From an optimization exercise on the open Yosys and OpenROAD flow, aimed at small area, a short achievable clock period and few clock cycles per item; shortcuts taken in it are not production practice. RTL that was checked went through simulation tests only; none was proved equivalent to the original. No activity file was given, so power comes from the tool's default toggle rates.

// threshold_stage_sequencer
module threshold_stage_sequencer
#(
    parameter int STAGES = 8
) (
    input  wire logic         aclk,
    input  wire logic         aresetn,
    input  wire logic [183:0] s_tdata,
    input  wire logic [1:0]   s_tuser,
    input  wire logic         s_tvalid,
    output logic              s_tready,
    output logic      [71:0]  m_tdata,
    output logic              m_tvalid,
    input  wire logic         m_tready,
    input  wire logic         cfg_we,
    input  wire logic [3:0]   cfg_wdata
);
Size: ~12000 cells after synthesis, roughly 2700 flip-flops, about 270 I/O pins, about 0.14 sq mm of cells after synthesis.
clock: 10.0 ns
lec_check: 0
cap_margin: 20
core_margin: 2
core_utilization: 60
slew_margin: 20
standard.sh (not shown) runs the stock make flow with config.mk's settings and CLKGATE_MAP_FILE= SYNTH_SCRIPT=/design/flow/synth_recipe.tcl, a recipe that flattens the netlist after the stock synthesis.
==> flow/flow/run.sh <==
#!/bin/bash
# Standard layout, with timing repair aimed at a tighter setup margin.
set -euo pipefail
bash standard.sh SETUP_SLACK_MARGIN=6.5 finish > standard_finish.log 2>&1
Testbench counts at the start, summed over its fixed seeds: cycles 10,536, items 10,504.
Then changed:
==> flow/run.sh (new file) <==
#!/bin/bash
# synth_recipe.tcl (not shown) runs the flow's synth.tcl, then flattens the netlist and writes it again
# the make line also repeats each setting of config.mk as NAME=value (left out here)
make -C /OpenROAD-flow-scripts/flow DESIGN_CONFIG=/design/flow/config.mk WORK_HOME=/design/flow/orfs CLKGATE_MAP_FILE= SYNTH_SCRIPT=/design/flow/synth_recipe.tcl finish
Settings changed: SETUP_SLACK_MARGIN set to 5.
removed: flow/flow/run.sh
removed: flow/standard.sh
What happened: Worst setup slack is worse by 1.1 ns; design area drops by 6.7%; global-route usage drops by 2.1 points; worst hold slack barely changes; cell count drops by 4.0%; critical path depth is unchanged; power drops by 4.1%; core utilization drops by 4.8 points; clock power barely changes; sequential share of layout area climbs by 3.3 points.
Then changed:
==> flow/flow/run.sh (new file) <==
#!/bin/bash
# Standard layout, with timing repair aimed at a tighter setup margin.
set -euo pipefail
bash standard.sh SETUP_SLACK_MARGIN=6.2 finish > standard_finish.log 2>&1
==> flow/standard.sh (new file) <==
#!/bin/bash
# synth_recipe.tcl (not shown) runs the flow's synth.tcl, then flattens the netlist and writes it again
# the make line also repeats each setting of config.mk as NAME=value (left out here)
make -C /OpenROAD-flow-scripts/flow DESIGN_CONFIG=/design/flow/config.mk WORK_HOME=/design/flow/orfs CLKGATE_MAP_FILE= SYNTH_SCRIPT=/design/flow/synth_recipe.tcl "${@:-finish}"
Settings changed: SETUP_SLACK_MARGIN 5 to not set.
removed: flow/run.sh
=> The new run went through all stages and came out clean; area after synthesis stays the same; sequential share of layout area fell by 1.7 points; worst setup slack improves by 1.2 ns; total power rose by 1.7%; global-route usage rose by 0.89 points; cell area rose by 3.6%; sequential cell count is unchanged; via count rose by 2.8%; sequential power hardly moves; maximum frequency rose by 31%; hold slack stays flat.


threshold_stage_sequencer, a different RTL version from the one above (not shown whole).
Size: roughly 11000 cells after synthesis, about 270 I/O pins.
clock: 10.0 ns
lec_check: 0
cap_margin: 20
core_margin: 2
core_utilization: 40
slew_margin: 20
==> flow/flow/run.sh <==
#!/bin/bash
# Standard layout, with timing repair aimed at a tighter setup margin.
set -euo pipefail
bash standard.sh SETUP_SLACK_MARGIN=6.5 finish > standard_finish.log 2>&1
The baseline finished with timing, DRC and antenna clean.
Rerun with:
==> flow/run.sh (new file) <==
#!/bin/bash
# synth_recipe.tcl (not shown) runs the flow's synth.tcl, then flattens the netlist and writes it again
# the make line also repeats each setting of config.mk as NAME=value (left out here)
make -C /OpenROAD-flow-scripts/flow DESIGN_CONFIG=/design/flow/config.mk WORK_HOME=/design/flow/orfs CLKGATE_MAP_FILE= SYNTH_SCRIPT=/design/flow/synth_recipe.tcl finish
- SETUP_SLACK_MARGIN: unset -> 5
removed: flow/flow/run.sh
removed: flow/standard.sh
Outcome: The changed run ran to the end with no violations. Synthesized cell count does not change. Fmax goes down by 14%. Flip-flop and latch count is unchanged. Routed wire length shrinks by about 5.5%. Power decreases by 5.9%. Die area stays the same. Sequential share of layout area rose by 4.0 points. Utilization decreases by 3.9 points.
Function was not checked in any run of this note: the RTL went through the layout flow alone.

## what the ideal ports hide
The flow's constraints put no driver on any port. The routed layouts listed below were extracted and timed again, unchanged, in two steps.
Step 1 sets driving cells, clkbuf_16 on the clock port and buf_2 on the other inputs (assumed; they add their load-dependent delay and slew).
Step 2 times the ports against the registers' clock, not the clock port: input delays grow and output delays shrink by t, the midpoint of the rising clock arrivals with the driver on.
a / b / c = ideal / step 1 / step 2; a / b = the first two.
run	t (ns)	setup slack, ns	worst hold slack (ns)	worst setup path at the end	slew at the worst register clock pin (ns)
the first run of note 1	1.056	6.043 / 6.043 / 6.002	0.453 / 0.453 / 0.453	input to register	0.07 / 0.07
the second run of note 1	1.042	4.901 / 4.901 / 4.901	0.455 / 0.455 / 0.455	register to register	0.07 / 0.07
the third run of note 1	1.030	6.102 / 6.102 / 6.102	0.454 / 0.454 / 0.454	register to register	0.07 / 0.07
the first run of note 2	1.016	5.728 / 5.728 / 5.728	0.472 / 0.472 / 0.472	register to register	0.07 / 0.07
the second run of note 2	1.026	5.060 / 5.060 / 5.060	0.471 / 0.471 / 0.471	register to register	0.07 / 0.07
After both steps every run listed still meets setup and hold. For the first run of note 1, which loses most, drivers alone change the setup slack by 0.000 ns; drivers and shift together by -0.041 ns.
